This design comes from an exercise in tuning for small area and a short achievable clock period on the open sky130 flow, not from production work. Where RTL was checked, it was by simulation tests only, not by an equivalence proof against the original. No activity file was given, so power comes from the tool's default toggle rates. The flow treats the clock pin as an ideal source, which a real chip does not have.

Design fetch_unit, start of the top module:
module fetch_unit #(
  parameter int unsigned                   MEM_DEPTH   = 256,
  parameter logic [cpu_pkg::OPCODE_W-1:0]  HALT_OPCODE = cpu_pkg::HALT_OPCODE_DEFAULT
) (
  input  logic         clk,
  input  logic         rst_n,
  input  logic         start,
  input  logic         prog_we,
  input  logic [7:0]   prog_addr,
  input  logic [7:0]   prog_data,
  output logic [7:0]   instr_out,
  output logic         instr_valid,
  input  logic         instr_ready,
  input  logic         jump_en,
  input  logic [7:0]   jump_target,
  output logic [7:0]   pc_out,
  output logic         halted
);
  logic               active_q, active_d;
  logic               halt_q, halt_d;
  logic [7:0]         pc_q, pc_d;
  logic [15:0]        pc_hi_n_q, pc_hi_n_d;
  logic [15:0]        pc_lo_n_q, pc_lo_n_d;
  logic [INSTR_W-1:0] instr_q, instr_d;
  logic               valid_q, valid_d;
  logic               phase_q;
  logic [INSTR_W-1:0] mem_raw_n;
  logic               drain, loadable, we, restart, to_halt;
  logic               fetch, jump;
  logic [15:0]        whi, wlo;
  logic [255:0]       wsel, wsel_n;
  assign drain    = active_q && valid_q && (instr_q[INSTR_W-1 -: OPCODE_W] == HALT_OPCODE);
  assign loadable = !active_q;
  assign we       = prog_we && loadable;
  assign restart  = start && loadable;
  ...
For scale: about 48 I/O pins, roughly 71000 um^2 of cells after synthesis.
clock: 4.1 ns
lec_check: 0
cap_margin: 20
core_margin: 2
core_utilization: 40
setup_slack_margin: 1.6
slew_margin: 20
synth_hierarchical: 1
synth_minimum_keep_size: 0
standard.sh (not shown) runs the stock make flow with config.mk's settings and CLKGATE_MAP_FILE= SYNTH_SCRIPT=/design/flow/synth_recipe.tcl, a recipe that flattens the netlist after the stock synthesis.
==> flow/flow/run.sh <==
#!/bin/bash
# Own layout flow: the standard ORFS flow (standard.sh, standard synthesis
# unchanged) with a few layout settings changed:
#  - sizing may swap cells across footprints (so port buffers and other
#    cells can be replaced by faster or smaller ones),
#  - ports are buffered with buf_4 instead of the smallest buffer,
#  - CTS without dummy loads,
#  - power recovery (downsizing gates that have slack) after global routing.
# The make output goes to flow_make.log in the work folder; ORFS keeps each
# step's own log under orfs/logs/.
set -euo pipefail
bash standard.sh \
  MATCH_CELL_FOOTPRINT=0 \
  "BUFFER_PORTS_ARGS=-buffer_cell sky130_fd_sc_hd__buf_4" \
  "CTS_ARGS=-sink_clustering_enable -repair_clock_nets -dont_use_dummy_load" \
  RECOVER_POWER=100 \
  finish > flow_make.log 2>&1
The starting point finished but fails on max-capacitance violations, max-slew violations.
Next try:
==> flow/run.sh (new file) <==
#!/bin/bash
# synth_recipe.tcl (not shown) runs the flow's synth.tcl, then flattens the netlist and writes it again
# the make line also repeats each setting of config.mk as NAME=value (left out here)
make -C /OpenROAD-flow-scripts/flow DESIGN_CONFIG=/design/flow/config.mk WORK_HOME=/design/flow/orfs CLKGATE_MAP_FILE= SYNTH_SCRIPT=/design/flow/synth_recipe.tcl finish
removed: flow/flow/run.sh
removed: flow/standard.sh
The new run went through all stages and came out clean.
Flip-flop and latch count stays the same.
Count of clock-buffer cells in the layout rises by 86.
Setup slack improved by 0.52 ns.
Total power grows by roughly a tenth.
Clock skew goes down by 0.028 ns.
Area after synthesis is unchanged.
Sequential power stays flat.
Wire length hardly moves.

========
== quartz ==
fetch_unit, a different RTL version from the one above (not shown whole).
For scale: roughly 73,000 µm² of cells after synthesis.
export LEC_CHECK = 0
export CAP_MARGIN = 20
export CORE_MARGIN = 2
export CORE_UTILIZATION = 60
export SETUP_SLACK_MARGIN = 1.9
export SLEW_MARGIN = 20
export SYNTH_HIERARCHICAL = 1
export SYNTH_MINIMUM_KEEP_SIZE = 0
create_clock -name core_clock -period 4.1 [get_ports {clk}]
==> flow/flow/run.sh <==
#!/bin/bash
# Own layout flow: the standard ORFS flow (standard.sh, standard synthesis
# unchanged) with a few layout settings changed:
#  - sizing may swap cells across footprints (so port buffers and other
#    cells can be replaced by faster or smaller ones),
#  - ports are buffered with buf_4 instead of the smallest buffer,
#  - CTS without dummy loads, with larger sink clusters (fewer leaf buffers).
# The make output goes to flow_make.log in the work folder; ORFS keeps each
# step's own log under orfs/logs/.
set -euo pipefail
bash standard.sh \
  MATCH_CELL_FOOTPRINT=0 \
  "BUFFER_PORTS_ARGS=-buffer_cell sky130_fd_sc_hd__buf_4" \
  "CTS_ARGS=-sink_clustering_enable -repair_clock_nets -dont_use_dummy_load -sink_clustering_size 25 -sink_clustering_max_diameter 80" \
  finish > flow_make.log 2>&1
Relative to quartz, the following input files were edited for lagoon:
- SETUP_SLACK_MARGIN now 2.0, was 1.9
## What came out
lagoon has more setup slack than quartz. Per the final summary, lagoon finished and its layout is clean on timing, DRC and antenna. Between quartz and lagoon, power increased. Looking at start point of the critical path, the u_pc_lo1.q[8] result is from quartz; the u_pc_lo0.q[1] one comes from lagoon. lagoon does better than quartz on fmax. Summary of lagoon over quartz: first-pass detailed-route iteration total picked up an extra 2; design area picked up an extra about 1%; final clock period utilization by the worst path lost 2.2 points. Detailed router's first-iteration violation count: lagoon higher than quartz. | sequential cell area share | lower: lagoon |. Ratio of routed vias to standard cells of lagoon is on par with quartz.

========
== trial 81 ==
Another version of the RTL of fetch_unit (not shown whole).
Size in the first run: about 6900 cells after synthesis, ~2200 flip-flops, ~48 I/O pins, ~72000 sq um of cells after synthesis.
Settings: LEC_CHECK=0, CAP_MARGIN=20, CORE_MARGIN=2, CORE_UTILIZATION=60, PLACE_DENSITY=0.8, SETUP_SLACK_MARGIN=1.6, SLEW_MARGIN=20, SYNTH_HIERARCHICAL=1, SYNTH_MINIMUM_KEEP_SIZE=0; clock period 4.1 ns.
Scripts as last shown in full above: flow/flow/run.sh
Relative to trial 81, the following input files were edited for trial 83:
Settings: PLACE_DENSITY removed (was 0.8).
### Flow results
Trial 83 finished every step from synthesis to the final layout, and the layout passed the timing, DRC and antenna checks. The clock power was comparable across trial 81 and trial 83. Looking at first-pass GRT wire length, trial 83 sits 3.9% above trial 81. Per the comparison of trial 83 with trial 81, fraction of power consumed by combinational cells grew by 0.3 points, total design power grew by 0.96%.

========
lane 1:
Another version of the RTL of fetch_unit (not shown whole).
For scale: roughly 6700 cells after synthesis, about 48 I/O pins, roughly 73000 um2 of cells after synthesis.
Design fetch_unit, start of the top module:
module fetch_unit #(
  parameter int unsigned                   MEM_DEPTH   = 256,
  parameter logic [cpu_pkg::OPCODE_W-1:0]  HALT_OPCODE = cpu_pkg::HALT_OPCODE_DEFAULT
) (
  input  logic         clk,
  input  logic         rst_n,
  input  logic         start,
  input  logic         prog_we,
  input  logic [7:0]   prog_addr,
  input  logic [7:0]   prog_data,
  output logic [7:0]   instr_out,
  output logic         instr_valid,
  input  logic         instr_ready,
  input  logic         jump_en,
  input  logic [7:0]   jump_target,
  output logic [7:0]   pc_out,
  output logic         halted
);
Settings: LEC_CHECK=0, CAP_MARGIN=20, CORE_MARGIN=2, CORE_UTILIZATION=60, SETUP_SLACK_MARGIN=2.0, SLEW_MARGIN=20, SYNTH_HIERARCHICAL=1, SYNTH_MINIMUM_KEEP_SIZE=0; clock period 4.1 ns.
Scripts as last shown in full above: flow/flow/run.sh
Changes in lane 2 relative to lane 1:
--- a/flow/flow/run.sh
+++ b/flow/flow/run.sh
@@ -13,3 +13,3 @@
   "BUFFER_PORTS_ARGS=-buffer_cell sky130_fd_sc_hd__buf_4" \
-  "CTS_ARGS=-sink_clustering_enable -repair_clock_nets -dont_use_dummy_load -sink_clustering_size 25 -sink_clustering_max_diameter 80" \
+  "CTS_ARGS=-sink_clustering_enable -repair_clock_nets -dont_use_dummy_load -sink_clustering_size 30 -sink_clustering_max_diameter 90" \
   finish > flow_make.log 2>&1
Findings:
- From lane 1 to lane 2 the numbers moved as follows: layout filler cell count up 69, first-pass GRT wire length held.
- The minimum period implied by the final worst setup slack of lane 2 was superior to that of lane 1.
- Lane 2 vs. lane 1: flip-flop and latch area neither gained nor lost much; cell-internal power lost 0.00064 W.
- Summary of lane 2 over lane 1: area of all placed cells without fillers went down by 0.40%; number of detailed-routing iterations run before antenna repair went down by 2.
- Lane 1 -> lane 2: fraction of area in multi-input gates flat

========
Another version of the RTL of fetch_unit (not shown whole).
For scale: roughly 7600 cells after synthesis, about 2100 flip-flops, about 48 I/O pins, about 74000 µm² of cells after synthesis.
==> flow/design.v (excerpt) <==
module fetch_unit #(
  parameter int unsigned                   MEM_DEPTH   = 256,
  parameter logic [cpu_pkg::OPCODE_W-1:0]  HALT_OPCODE = cpu_pkg::HALT_OPCODE_DEFAULT
) (
  input  logic         clk,
  input  logic         rst_n,
  input  logic         start,
  input  logic         prog_we,
  input  logic [7:0]   prog_addr,
  input  logic [7:0]   prog_data,
  output logic [7:0]   instr_out,
  output logic         instr_valid,
  input  logic         instr_ready,
  input  logic         jump_en,
  input  logic [7:0]   jump_target,
  output logic [7:0]   pc_out,
  output logic         halted
);
  cpu_pkg::fetch_state_t state_q, state_d;
  logic [7:0]         pc_q, pc_d;
  logic [15:0]        pc_hi_q, pc_hi_d;
  logic [15:0]        pc_lo_q, pc_lo_d;
  logic [INSTR_W-1:0] instr_q, instr_d;
  logic               valid_q, valid_d;
  logic               halted_q;
  logic [INSTR_W-1:0] mem_rdata;
  logic               loadable, we;
  logic               fetch, jump;
  logic [15:0]        whi, wlo;
  logic [255:0]       wsel, wsel_n;
  logic               phase_q;
  logic [INSTR_W-1:0] mem_raw;
  ...
clock: 4.1 ns
lec_check: 0
cap_margin: 20
core_margin: 2
core_utilization: 40
setup_slack_margin: 1.7
slew_margin: 20
synth_hierarchical: 1
run.sh (not shown) runs the stock make flow with config.mk's settings and CLKGATE_MAP_FILE= SYNTH_SCRIPT=/design/flow/synth_recipe.tcl, a recipe that flattens the netlist after the stock synthesis.
Stock flow here: none of the scripts above is used.
The first run finished but failed the layout checks on setup timing.
Rerun with:
--- a/flow/config.mk
+++ b/flow/config.mk
@@ -10,3 +10,3 @@
 export CORE_UTILIZATION = 40
-export SETUP_SLACK_MARGIN = 1.7
+export SETUP_SLACK_MARGIN = 0.15
 export SLEW_MARGIN = 20
After rerunning: Now the flow finished clean. Cell count fell by 0.43%. Cell area fell by 2.8%. Worst setup slack gains 160 ps. Sequential share of layout area rose by 1.4 points. Routed wire length fell by 2.5%.
No functional check of the RTL was part of any run of this note.

========
Another version of the RTL of fetch_unit (not shown whole).
Size in the first run: ~6900 cells after synthesis, about 2200 flip-flops, ~48 I/O pins.
Settings: LEC_CHECK=0, CAP_MARGIN=20, CORE_MARGIN=2, CORE_UTILIZATION=60, SETUP_SLACK_MARGIN=2.4, SLEW_MARGIN=20, SYNTH_HIERARCHICAL=1, SYNTH_MINIMUM_KEEP_SIZE=0; clock period 4.1 ns.
standard.sh (not shown) runs the stock make flow with config.mk's settings and CLKGATE_MAP_FILE= SYNTH_SCRIPT=/design/flow/synth_recipe.tcl, a recipe that flattens the netlist after the stock synthesis.
==> flow/flow/run.sh <==
#!/bin/bash
# Own layout flow: the standard ORFS flow (standard.sh, standard synthesis
# unchanged) with a few layout settings changed:
#  - sizing may swap cells across footprints (so port buffers and other
#    cells can be replaced by faster or smaller ones),
#  - ports are buffered with buf_4 instead of the smallest buffer,
#  - CTS without dummy loads, with larger sink clusters (fewer leaf buffers).
# The make output goes to flow_make.log in the work folder; ORFS keeps each
# step's own log under orfs/logs/.
set -euo pipefail
bash standard.sh \
  MATCH_CELL_FOOTPRINT=0 \
  "BUFFER_PORTS_ARGS=-buffer_cell sky130_fd_sc_hd__buf_4" \
  "CTS_ARGS=-sink_clustering_enable -repair_clock_nets -dont_use_dummy_load -sink_clustering_size 25 -sink_clustering_max_diameter 80" \
  finish > flow_make.log 2>&1
Edit:
--- a/flow/config.mk
+++ b/flow/config.mk
@@ -10,3 +10,3 @@
 export CORE_UTILIZATION = 60
-export SETUP_SLACK_MARGIN = 2.4
+export SETUP_SLACK_MARGIN = 2.0
 export SLEW_MARGIN = 20
Outcome:
- The changed run finished with timing, DRC and antenna clean
- routed wire length decreases by 7.5%
- sequential share of layout area increases by 2.0 points
- hold slack gains 0.0073 ns
- synthesized cell count is unchanged
- die area is unchanged
- design area decreases by 3.7%

========
Setup of main:
fetch_unit, a different RTL version from the one above (not shown whole).
For scale: roughly 2300 flip-flops, roughly 73000 µm² of cells after synthesis.
Settings: LEC_CHECK=0, CAP_MARGIN=20, CORE_MARGIN=2, CORE_UTILIZATION=60, SETUP_SLACK_MARGIN=2.0, SLEW_MARGIN=20, SYNTH_HIERARCHICAL=1, SYNTH_MINIMUM_KEEP_SIZE=0; clock period 4.1 ns.
Scripts as last shown in full above: flow/flow/run.sh
Edits applied to the flow inputs when going from main to the feature branch:
Settings: SETUP_SLACK_MARGIN now 2.2, was 2.0.
Notes after the runs:
main and the feature branch all finish clean. [the feature branch vs main] pin slew with the least headroom to its limit: lower in the feature branch. Number of antenna violations at the first check in global routing: the feature branch vs main down 1. Looking at cell at the slowest stage of the critical path, the sky130_fd_sc_hd__dfxtp_4 result is from main; the sky130_fd_sc_hd__dfxtp_2 one comes from the feature branch. Going from main to the feature branch, the total power was found to have gone up by 2.2%.
No functional check of the RTL was part of any run of this note.

========
## run 1
RTL: one of the versions met above, not the one the previous note started from.
For scale: roughly 6900 cells after synthesis, about 48 I/O pins.
==> flow/config.mk <==
export PLATFORM = sky130hd
export DESIGN_NAME = fetch_unit
export DESIGN_NICKNAME = fetch_unit
export VERILOG_FILES = /design/flow/design.v
export SDC_FILE = /design/flow/constraint.sdc
export NUM_CORES = 4
export LEC_CHECK = 0
export CAP_MARGIN = 20
export CORE_MARGIN = 2
export CORE_UTILIZATION = 70
export SETUP_SLACK_MARGIN = 2.0
export SLEW_MARGIN = 20
export SYNTH_HIERARCHICAL = 1
export SYNTH_MINIMUM_KEEP_SIZE = 0
==> flow/constraint.sdc <==
create_clock -name core_clock -period 4.1 [get_ports {clk}]
set_input_delay 0.8200 -clock core_clock [delete_from_list [all_inputs] [get_ports {clk}]]
set_output_delay 0.8200 -clock core_clock [all_outputs]
set_load 0.01 [all_outputs]
Scripts as last shown in full above: flow/flow/run.sh
Inputs modified between run 1 and run 2:
- changing CORE_UTILIZATION from 70 to 60
- changing SETUP_SLACK_MARGIN from 2.0 to 1.6
Results
Diff run 1 -> run 2: net switching power of the design went down; minimum setup slack in the final design saw a decrease; final period utilization increased by 4.7 points relative to the old numbers; setup slack after placement saw a decrease. Run 2: number of buffers added for setup after CTS 42 below run 1.
Input-level comparison between run 3 and run 2:
- SETUP_SLACK_MARGIN: 1.6 -> 2.2
Notes after the runs:
Part of the power in the clock network ended up 1.2 points lower on run 3 than on run 2. Run 2 -> run 3: number of synthesized flops with an enable pin delta 0, exact match. Compared with run 2, run 3 shows a higher post-route non-filler standard cell count. Reported for run 2 and run 3, synthesis-stage register bit count turned out identical to the last digit. Relative to run 2, total power has increased by 2.7 mW in run 3. Going from run 2 to run 3, post-synthesis to final-layout area growth now larger; time the final worst path needs with I/O delays and setup now smaller; logic gate share of total power now larger; area of the multi-input gates now larger; switching power now larger.

re-timing with driven ports:
In the flow no input, the clock included, has a driving cell. The finished layouts below were timed again as built, in two steps. Step 1 assumes that a clkbuf_16 drives the clock port and a buf_2 every other input. Step 2 moves the port delays by t, midway between the first and last clock arrival at a register: inputs arrive t later, outputs are due t later. That takes back most of the time a late clock gives input paths. Three values: ideal, step 1, step 2; two values: the first two.
run | shift t [ns] | setup slack, ns | hold WS [ns] | slew at the worst register clock pin (ns) | worst slew at a driven data input, ns
the first run of note 1 | 0.923 | 0.545 / 0.545 / 0.307 | 0.043 / 0.028 / 0.442 | 0.07 / 0.07 | 0.30
the second run of note 1 | 0.935 | 1.065 / 1.065 / 0.627 | 0.443 / 0.443 / 0.443 | 0.07 / 0.07 | 0.23
quartz | 0.786 | 1.736 / 1.736 / 1.234 | 0.217 / 0.165 / 0.447 | 0.10 / 0.10 | 0.15
lagoon | 0.788 | 1.824 / 1.824 / 1.252 | 0.215 / 0.162 / 0.448 | 0.10 / 0.10 | 0.15
trial 81 | 0.795 | 1.483 / 1.483 / 0.716 | 0.310 / 0.266 / 0.448 | 0.10 / 0.10 | 0.21
trial 83 | 0.793 | 1.442 / 1.442 / 0.688 | 0.419 / 0.366 / 0.447 | 0.10 / 0.10 | 0.21
lane 1 | 0.799 | 1.877 / 1.797 / 1.259 | 0.182 / 0.128 / 0.445 | 0.10 / 0.10 | 0.17
lane 2 | 0.789 | 1.893 / 1.814 / 1.291 | 0.184 / 0.130 / 0.448 | 0.12 / 0.12 | 0.17
the first run of note 5 | 0.947 | -0.084 / -0.084 / -0.084 | 0.448 / 0.444 / 0.448 | 0.07 / 0.07 | 0.13
the second run of note 5 | 0.939 | 0.080 / 0.080 / 0.080 | 0.092 / 0.030 / 0.446 | 0.07 / 0.07 | 0.09
the first run of note 6 | 0.801 | 1.690 / 1.690 / 1.474 | 0.181 / 0.127 / 0.447 | 0.11 / 0.11 | 0.17
the second run of note 6 | 0.795 | 1.774 / 1.774 / 1.287 | 0.188 / 0.134 / 0.448 | 0.10 / 0.10 | 0.16
main | 0.829 | 1.781 / 1.781 / 1.312 | 0.052 / -0.004 / 0.447 | 0.10 / 0.10 | 0.17
the feature branch | 0.825 | 1.784 / 1.784 / 1.491 | 0.055 / 0.000 / 0.445 | 0.11 / 0.11 | 0.18
run 1 | 0.795 | 1.704 / 1.704 / 1.260 | 0.187 / 0.143 / 0.447 | 0.11 / 0.11 | 0.19
run 2 | 0.792 | 1.510 / 1.510 / 1.073 | 0.189 / 0.137 / 0.447 | 0.10 / 0.10 | 0.16
run 3 | 0.797 | 1.724 / 1.724 / 1.449 | 0.187 / 0.134 / 0.448 | 0.11 / 0.11 | 0.16
The setup slack of trial 81, which loses most, moves by 0.000 ns with the drivers and by -0.767 ns with both steps.
